From an optimization exercise on the open Yosys and OpenROAD flow, aimed at small area, a short achievable clock period and few clock cycles per item; shortcuts taken in it are not production practice. In this exercise RTL edits were held to simulation tests only and were not proved equivalent to the original.

==> inputs of run F <==
## triangle_tangent_frame_top
module triangle_tangent_frame_top (
    input  logic               i_clk,
    input  logic               i_rst_n,
    input  logic               i_in_valid,
    output logic               o_in_stall,
    input  logic [23:0]        i_vertex_id,
    input  logic signed [31:0] i_pos_x,
    input  logic signed [31:0] i_pos_y,
    input  logic signed [31:0] i_pos_z,
    input  logic signed [15:0] i_tex_u,
    input  logic signed [15:0] i_tex_v,
    output logic               o_out_valid,
    input  logic               i_out_stall,
    output logic [23:0]        o_out_vertex_id,
    output logic signed [15:0] o_tangent_x,
    output logic signed [15:0] o_tangent_y,
    output logic signed [15:0] o_tangent_z,
    output logic signed [15:0] o_bitangent_x,
    output logic signed [15:0] o_bitangent_y,
    output logic signed [15:0] o_bitangent_z,
    output logic               o_degenerate,
    output logic               o_last_of_triangle
);
Settings: LEC_CHECK=0, ABC_CLOCK_PERIOD_IN_PS=5000, CAP_MARGIN=20, CORE_MARGIN=2, CORE_UTILIZATION=40, SETUP_SLACK_MARGIN=3.5, SLEW_MARGIN=20; clock period 10.0 ns.
run.sh (not shown) runs the stock make flow with config.mk's settings and CLKGATE_MAP_FILE= SYNTH_SCRIPT=/design/flow/synth_recipe.tcl, a recipe that flattens the netlist after the stock synthesis.
==> inputs of run G, as changes to run F <==
- ABC_CLOCK_PERIOD_IN_PS: 5000 -> default
- SETUP_SLACK_MARGIN: 3.5 -> default
==> qor.csv <==
metric,value,unit
status,finished clean,
metal3 WL,33380,um
"Max FO, Critical Path",6,
buffer share of cell area,6.612,%
layout cells sized above 1,15.82,%
PostCTS Resize Cnt,710,
CP endpoint,r_drem[2][27]$_DFFE_PN_,
Critical Path RT,10.67,ns
setup ws final,2.392,ns
(the above is from run F)
==> qor.csv <==
metric,value,unit
status,finished clean,
buffer share of cell area,2.982,%
met2 Use GR,38.30,%
CP endpoint,r_drem[2][6]$_DFFE_PN_,
layout cells sized above 1,7.867,%
setup ws final,0.5789,ns
"Max FO, Critical Path",34,
metal3 WL,28120,um
global router's overall resource usage,22.76,%
Critical Path RT,10.70,ns
Min-Delay Endpoint,r_acc[40]$_DFFE_PP_,
PostCTS Resize Cnt,0,
Layout area overhead,11.50,%
(the above is from run G)
Testbench counts of run F, summed over its fixed seeds: cycles 5,424, items 320.
Testbench counts of run G, summed over its fixed seeds: cycles 5,424, items 320.


==> wip/quartz: inputs <==
triangle_tangent_frame_top, a different RTL version from the one above (not shown whole).
Design triangle_tangent_frame_top, start of the top module:
module triangle_tangent_frame_top (
    input  logic               i_clk,
    input  logic               i_rst_n,
    input  logic               i_in_valid,
    output logic               o_in_stall,
    input  logic [23:0]        i_vertex_id,
    input  logic signed [31:0] i_pos_x,
    input  logic signed [31:0] i_pos_y,
    input  logic signed [31:0] i_pos_z,
    input  logic signed [15:0] i_tex_u,
    input  logic signed [15:0] i_tex_v,
    output logic               o_out_valid,
    input  logic               i_out_stall,
    output logic [23:0]        o_out_vertex_id,
    output logic signed [15:0] o_tangent_x,
    output logic signed [15:0] o_tangent_y,
    output logic signed [15:0] o_tangent_z,
    output logic signed [15:0] o_bitangent_x,
    output logic signed [15:0] o_bitangent_y,
    output logic signed [15:0] o_bitangent_z,
    output logic               o_degenerate,
    output logic               o_last_of_triangle
);
clock: 10.0 ns
lec_check: 0
abc_clock_period_in_ps: 4500
cap_margin: 20
core_margin: 2
core_utilization: 50
setup_slack_margin: 4
slew_margin: 20
==> wip/tundra: changes against wip/quartz <==
--- a/flow/design.v
+++ b/flow/design.v
@@ -85,11 +85,11 @@
     logic       r_sc;          
     logic [1:0] r_cc;          
     logic       r_full;        
     logic       shift;         
     logic en, e1_free, e2_free, acc_ok, accept, acc2, start, deliver, last_dlv;
-    assign o_out_valid = r_v[5] && (r_t[2] && r_t != 3'd6);
+    assign o_out_valid = r_v[5] && (r_t >= 3'd2) && (r_t <= 3'd4);
     assign en          = !(o_out_valid && i_out_stall);
     assign e1_free     = !r_full && !(r_v[0] && r_t < 3'd6);
     assign e2_free     = !r_full && !(r_v[0] && r_t != 3'd7);
     assign acc_ok      = (r_cc == 2'd0) ? !r_full :
                          (r_cc == 2'd1) ? e1_free : e2_free;
@@ -169,12 +169,10 @@
             endcase
         end
     end
     logic signed [16:0] r_opa1, r_opa2;
     logic signed [32:0] r_opx1, r_opx2;
-    logic signed [42:0] r_pl1, r_pl2;
-    logic signed [40:0] r_ph1, r_ph2;
     logic signed [49:0] r_prod1, r_prod2, r_acc1, r_acc2;
     logic signed [16:0] mux_a1, mux_a2;
     logic signed [32:0] mux_x1, mux_x2;
     always_comb begin
         logic [1:0] k;
@@ -188,16 +186,10 @@
         end else begin
             mux_a1 = r_dv1;   mux_x1 = r_e2[k];
             mux_a2 = r_du1;   mux_x2 = r_e2[k];
         end
     end
-    logic signed [9:0]  al1, al2;
-    logic signed [7:0]  ah1, ah2;
-    assign al1 = {1'b0, r_opa1[8:0]};
-    assign ah1 = r_opa1[16:9];
-    assign al2 = {1'b0, r_opa2[8:0]};
-    assign ah2 = r_opa2[16:9];
     logic signed [50:0] res1, res2;
     logic [MW-1:0]      mag1, mag2;
     assign res1 = 51'(r_acc1) - 51'(r_prod1);
     assign res2 = 51'(r_acc2) - 51'(r_prod2);
     assign mag1 = res1[50] ? MW'(-res1) : MW'(res1);
@@ -214,148 +206,141 @@
                 r_opa1 <= mux_a1;
                 r_opx1 <= mux_x1;
                 r_opa2 <= mux_a2;
                 r_opx2 <= mux_x2;
             end
-            r_pl1   <= al1 * r_opx1;
-            r_ph1   <= ah1 * r_opx1;
-            r_pl2   <= al2 * r_opx2;
-            r_ph2   <= ah2 * r_opx2;
-            r_prod1 <= 50'(r_pl1) + (50'(r_ph1) <<< 9);
-            r_prod2 <= 50'(r_pl2) + (50'(r_ph2) <<< 9);
+            r_prod1 <= r_opa1 * r_opx1;
+            r_prod2 <= r_opa2 * r_opx2;
             r_acc1  <= r_prod1;
             r_acc2  <= r_prod2;
-            if (r_v[0] && r_t == 3'd3) begin
+            if (r_v[0] && r_t == 3'd2) begin
                 r_dneg[0]  <= resd[50];
                 r_dzero[0] <= (resd == '0);
             end
             if (r_t == 3'd7) begin
                 r_dneg[5:1]  <= r_dneg[4:0];
                 r_dzero[5:1] <= r_dzero[4:0];
             end
-            if (r_v[0] && r_t == 3'd5) begin
+            if (r_v[0] && r_t == 3'd4) begin
                 r_mt[0] <= mag1; r_st_tmp[0] <= res1[50];
                 r_mb[0] <= mag2; r_sb_tmp[0] <= !res2[50];
             end
-            if (r_v[0] && r_t == 3'd7) begin
+            if (r_v[0] && r_t == 3'd6) begin
                 r_mt[1] <= mag1; r_st_tmp[1] <= res1[50];
                 r_mb[1] <= mag2; r_sb_tmp[1] <= !res2[50];
             end
-            if (r_v[1] && r_t == 3'd1) begin
+            if (r_v[1] && r_t == 3'd0) begin
                 r_mt[2] <= mag1; r_st_tmp[2] <= res1[50];
                 r_mb[2] <= mag2; r_sb_tmp[2] <= !res2[50];
             end
         end
     end
     logic          nrm_b;
     logic [MW-1:0] nm [3];
     logic [MW-1:0] nor_all;
     logic [4:0]    nsh;
     logic [NW-1:0] nn [3];
-    assign nrm_b = (r_t == 3'd3);
+    assign nrm_b = (r_t == 3'd2);
     always_comb begin
         for (int k = 0; k < 3; k++) nm[k] = nrm_b ? r_mb[k] : r_mt[k];
         nor_all = nm[0] | nm[1] | nm[2];
         nsh = '0;
         for (int i = NW; i < MW; i++) if (nor_all[i]) nsh = 5'(i - NW + 1);
         for (int k = 0; k < 3; k++) nn[k] = NW'(nm[k] >> nsh);
     end
     logic [NW-1:0] r_nt [1:3][3];
     logic [NW-1:0] r_nb [1:4][3];
-    logic [2:0]    r_st [1:5];
+    logic [2:0]    r_st [1:4];
     logic [2:0]    r_sb [1:5];
-    logic [1:5]    r_zt;
+    logic [1:4]    r_zt;
     logic [1:5]    r_zb;
     always_ff @(posedge i_clk) begin
         if (en) begin
-            if (r_v[1] && r_t == 3'd2) begin
+            if (r_v[1] && r_t == 3'd1) begin
                 for (int k = 0; k < 3; k++) r_nt[1][k] <= nn[k];
                 r_st[1] <= r_st_tmp;
                 r_zt[1] <= (nor_all == '0);
             end
-            if (r_v[1] && r_t == 3'd3) begin
+            if (r_v[1] && r_t == 3'd2) begin
                 for (int k = 0; k < 3; k++) r_nb[1][k] <= nn[k];
                 r_sb[1] <= r_sb_tmp;
                 r_zb[1] <= (nor_all == '0);
             end
             if (r_t == 3'd7) begin
                 for (int k = 0; k < 3; k++) begin
                     for (int a = 2; a <= 3; a++) r_nt[a][k] <= r_nt[a-1][k];
                     for (int a = 2; a <= 4; a++) r_nb[a][k] <= r_nb[a-1][k];
                 end
-                for (int a = 2; a <= 5; a++) begin
+                for (int a = 2; a <= 4; a++) begin
                     r_st[a] <= r_st[a-1];
                     r_zt[a] <= r_zt[a-1];
                 end
                 for (int a = 2; a <= 5; a++) begin
                     r_sb[a] <= r_sb[a-1];
                     r_zb[a] <= r_zb[a-1];
                 end
             end
         end
     end
-    localparam int SQ_SPLIT = 10;
     logic [NW-1:0]   r_sqop;
-    logic [2*NW-1:0] r_sqa, r_sqb;
-    logic [2*NW-1:0] sqa, sqb;
+    logic [2*NW-1:0] r_sq;
     logic [2*NW+1:0] r_s;
-    logic [2*NW+1:0] s_new, s_base;
+    logic [2*NW-1:0] sq_full;
     always_comb begin
-        sqa = '0;
-        sqb = '0;
+        sq_full = '0;
         for (int i = 0; i < NW; i++) begin
             logic [2*NW-1:0] row;
             row = '0;
             row[2*i] = r_sqop[i];
             for (int j = i + 1; j < NW; j++) row[i+j+1] = r_sqop[i] & r_sqop[j];
-            if (i < SQ_SPLIT) sqa = sqa + row;
-            else sqb = sqb + row;
+            sq_full = sq_full + row;
         end
     end
-    assign s_base = ((r_t == 3'd5) || (r_t == 3'd0)) ? '0 : r_s;
-    assign s_new  = s_base + (2*NW+2)'(r_sqa) + (2*NW+2)'(r_sqb);
     always_ff @(posedge i_clk) begin
         if (en) begin
             case (r_t)
-                3'd3: r_sqop <= r_nt[1][0];
-                3'd4: r_sqop <= r_nt[1][1];
-                3'd5: r_sqop <= r_nt[1][2];
-                3'd6: r_sqop <= r_nb[1][0];
-                3'd7: r_sqop <= r_nb[1][1];
-                default: r_sqop <= r_nb[2][2];
+                3'd2: r_sqop <= r_nt[1][0];
+                3'd3: r_sqop <= r_nt[1][1];
+                3'd4: r_sqop <= r_nt[1][2];
+                3'd5: r_sqop <= r_nb[1][0];
+                3'd6: r_sqop <= r_nb[1][1];
+                3'd7: r_sqop <= r_nb[1][2];
+                default: ;
             endcase
-            r_sqa <= sqa;
-            r_sqb <= sqb;
-            r_s   <= s_new;
+            r_sq <= sq_full;
+            if (r_t == 3'd4 || r_t == 3'd7) r_s <= (2*NW+2)'(r_sq);
+            else r_s <= r_s + (2*NW+2)'(r_sq);
         end
     end
     logic [31:0] r_rem [4];
     logic [31:0] r_root [4];
     logic [63:0] r_rad [4];
     logic [31:0] o_rem [4];
     logic [31:0] o_root [4];
+    logic [63:0] s_fin;
     logic        ld [4];
     logic [30:0] r_lt, r_lb;
-    assign ld[0] = r_v[1] && r_t == 3'd7 && !r_par[1];
-    assign ld[1] = r_v[1] && r_t == 3'd7 &&  r_par[1];
-    assign ld[2] = r_v[2] && r_t == 3'd2 && !r_par[2];
-    assign ld[3] = r_v[2] && r_t == 3'd2 &&  r_par[2];
+    assign s_fin = 64'(r_s + (2*NW+2)'(r_sq));
+    assign ld[0] = r_v[1] && r_t == 3'd6 && !r_par[1];
+    assign ld[1] = r_v[1] && r_t == 3'd6 &&  r_par[1];
+    assign ld[2] = r_v[2] && r_t == 3'd1 && !r_par[2];
+    assign ld[3] = r_v[2] && r_t == 3'd1 &&  r_par[2];
     for (genvar u = 0; u < 4; u++) begin : g_sqrt
         ttf_sqrt2 u_sq (.i_rem(r_rem[u]), .i_root(r_root[u]), .i_bits(r_rad[u][63:60]),
                         .o_rem(o_rem[u]), .o_root(o_root[u]));
         always_ff @(posedge i_clk) begin
             if (en) begin
                 r_rem[u]  <= ld[u] ? 32'd0 : o_rem[u];
                 r_root[u] <= ld[u] ? 32'd0 : o_root[u];
-                r_rad[u]  <= ld[u] ? 64'(s_new) : {r_rad[u][59:0], 4'd0};
+                r_rad[u]  <= ld[u] ? s_fin : {r_rad[u][59:0], 4'd0};
             end
         end
     end
     always_ff @(posedge i_clk) begin
         if (en) begin
-            if (r_v[3] && r_t == 3'd7) r_lt <= r_par[3] ? o_root[1][30:0] : o_root[0][30:0];
-            if (r_v[4] && r_t == 3'd2) r_lb <= r_par[4] ? o_root[3][30:0] : o_root[2][30:0];
+            if (r_v[3] && r_t == 3'd6) r_lt <= r_par[3] ? o_root[1][30:0] : o_root[0][30:0];
+            if (r_v[4] && r_t == 3'd1) r_lb <= r_par[4] ? o_root[3][30:0] : o_root[2][30:0];
         end
     end
     logic [31:0] r_drt [3];
     logic [31:0] r_drb [3];
     logic [15:0] r_dqt [3];
@@ -363,12 +348,12 @@
     logic [31:0] dot_rem [3];
     logic [31:0] dob_rem [3];
     logic [1:0]  dot_q [3];
     logic [1:0]  dob_q [3];
     logic        dldt, dldb;
-    assign dldt = (r_t == 3'd7);
-    assign dldb = (r_t == 3'd2);
+    assign dldt = (r_t == 3'd6);
+    assign dldb = (r_t == 3'd1);
     for (genvar k = 0; k < 3; k++) begin : g_div
         ttf_div2 u_dt (.i_rem(r_drt[k]), .i_div(r_lt), .o_rem(dot_rem[k]), .o_q(dot_q[k]));
         ttf_div2 u_db (.i_rem(r_drb[k]), .i_div(r_lb), .o_rem(dob_rem[k]), .o_q(dob_q[k]));
         always_ff @(posedge i_clk) begin
             if (en) begin
@@ -379,44 +364,48 @@
             end
         end
     end
     logic signed [15:0] r_ot [3];
     logic signed [15:0] r_ob [3];
-    logic               r_odeg;
+    logic               r_odeg, r_degt;
     logic [15:0]        qvt [3];
     logic [15:0]        qvb [3];
-    logic               zt, zb, dn;
-    assign dn = r_dneg[5];
-    assign zt = r_dzero[5] | r_zt[5];
-    assign zb = r_dzero[5] | r_zb[5];
+    logic               zt, zb, dnt, dnb;
+    assign dnt = r_dneg[4];
+    assign dnb = r_dneg[5];
+    assign zt  = r_dzero[4] | r_zt[4];
+    assign zb  = r_dzero[5] | r_zb[5];
     always_comb begin
         for (int k = 0; k < 3; k++) begin
-            logic [15:0] qf;
-            qf     = 16'((16'(r_dqt[k][15:1]) + 16'd1) >> 1);
-            qvt[k] = zt ? 16'd0 : ((r_st[5][k] ^ dn) ? -qf : qf);
-            qf     = 16'((16'(r_dqb[k][15:1]) + 16'd1) >> 1);
-            qvb[k] = zb ? 16'd0 : ((r_sb[5][k] ^ dn) ? -qf : qf);
+            logic [15:0] q16, qf;
+            q16    = {r_dqt[k][13:0], dot_q[k]};
+            qf     = 16'((16'(q16[15:1]) + 16'd1) >> 1);
+            qvt[k] = zt ? 16'd0 : ((r_st[4][k] ^ dnt) ? -qf : qf);
+            q16    = {r_dqb[k][13:0], dob_q[k]};
+            qf     = 16'((16'(q16[15:1]) + 16'd1) >> 1);
+            qvb[k] = zb ? 16'd0 : ((r_sb[5][k] ^ dnb) ? -qf : qf);
         end
     end
     always_ff @(posedge i_clk) begin
         if (en) begin
-            if (r_v[5] && r_t == 3'd0) begin
+            if (r_v[4] && r_t == 3'd6) begin
                 for (int k = 0; k < 3; k++) r_ot[k] <= qvt[k];
+                r_degt <= zt;
             end
-            if (r_v[5] && r_t == 3'd3) begin
+            if (r_v[5] && r_t == 3'd1) begin
                 for (int k = 0; k < 3; k++) r_ob[k] <= qvb[k];
-                r_odeg <= zt | zb;
+                r_odeg <= r_degt | zb;
             end
         end
     end
     logic [1:0] fr;
-    assign fr = r_t[1:0] == 2'd3 ? 2'd2 : r_t[1:0];
+    assign fr = 2'(r_t - 3'd2);
     assign o_out_vertex_id    = r_ida[5][fr];
     assign o_tangent_x        = r_ot[0];
     assign o_tangent_y        = r_ot[1];
     assign o_tangent_z        = r_ot[2];
     assign o_bitangent_x      = r_ob[0];
     assign o_bitangent_y      = r_ob[1];
     assign o_bitangent_z      = r_ob[2];
     assign o_degenerate       = r_odeg;
-    assign o_last_of_triangle = (r_t == 3'd7);
+    assign o_last_of_triangle = (r_t == 3'd4);
 endmodule
- ABC_CLOCK_PERIOD_IN_PS: 4500 -> 5000
- CTS_BUF_LIST: default -> sky130_fd_sc_hd__clkbuf_4 sky130_fd_sc_hd__clkbuf_8
- SETUP_SLACK_MARGIN: 4 -> 3.5
==> qor summary <==
	wip/tundra	wip/quartz
Status	no timing/DRC/antenna violations	no timing/DRC/antenna violations
Portion of synthesized cell area occupied by the leading cell type	42.6%	43.5%
Pin count of the biggest net entering global routing	181	197
DIE HEIGHT	686 um	700 um
Arrival @ worst endpoint	7980 ps	7620 ps
Total instance count after detailed placement	27700	28800
Seq. cell area	99500 sq um	106000 sq um
Worst-Skew Late Latency	1240 ps	1040 ps
Number of clock buffers in the layout	770	468
XOR/XNOR Fraction of Synth Area	4.50%	4.74%
Share of cell area taken by multi-input logic gates	47.5%	47.1%
Die Area	471000 sq um	490000 sq um
Met1 capacity usage during global routing	37.2%	35.7%
Root Driver	sky130_fd_sc_hd__clkbuf_8	sky130_fd_sc_hd__clkbuf_16
Core Util, Final	58.2%	58.7%
Distinct cell type count after synthesis	105	106
Testbench counts of wip/quartz, summed over its fixed seeds: cycles 2,904, items 320.
Testbench counts of wip/tundra, summed over its fixed seeds: cycles 2,880, items 320.

afterwards: timing with drivers on the ports:
The flow's constraints put no driver on any port. The routed layouts listed below were extracted and timed again, unchanged, in two steps. Step 1 assumes that a clkbuf_16 drives the clock port and a buf_2 every other input. Step 2 moves the port delays by t, midway between the first and last clock arrival at a register: inputs arrive t later, outputs are due t later. That takes back most of the time a late clock gives input paths. Three values: ideal ports, drivers, drivers and shift; two values: the first two.
run | t, ns | setup WS [ns] | worst hold slack (ns)
run F | 0.998 | 2.392 / 2.392 / 2.392 | 0.436 / 0.436 / 0.436
run G | 1.077 | 0.579 / 0.579 / 0.579 | 0.382 / 0.382 / 0.382
wip/quartz | 1.115 | 3.118 / 3.118 / 3.118 | 0.381 / 0.381 / 0.381
wip/tundra | 1.319 | 3.006 / 3.006 / 3.006 | 0.393 / 0.393 / 0.393
After both steps every run listed still meets setup and hold.
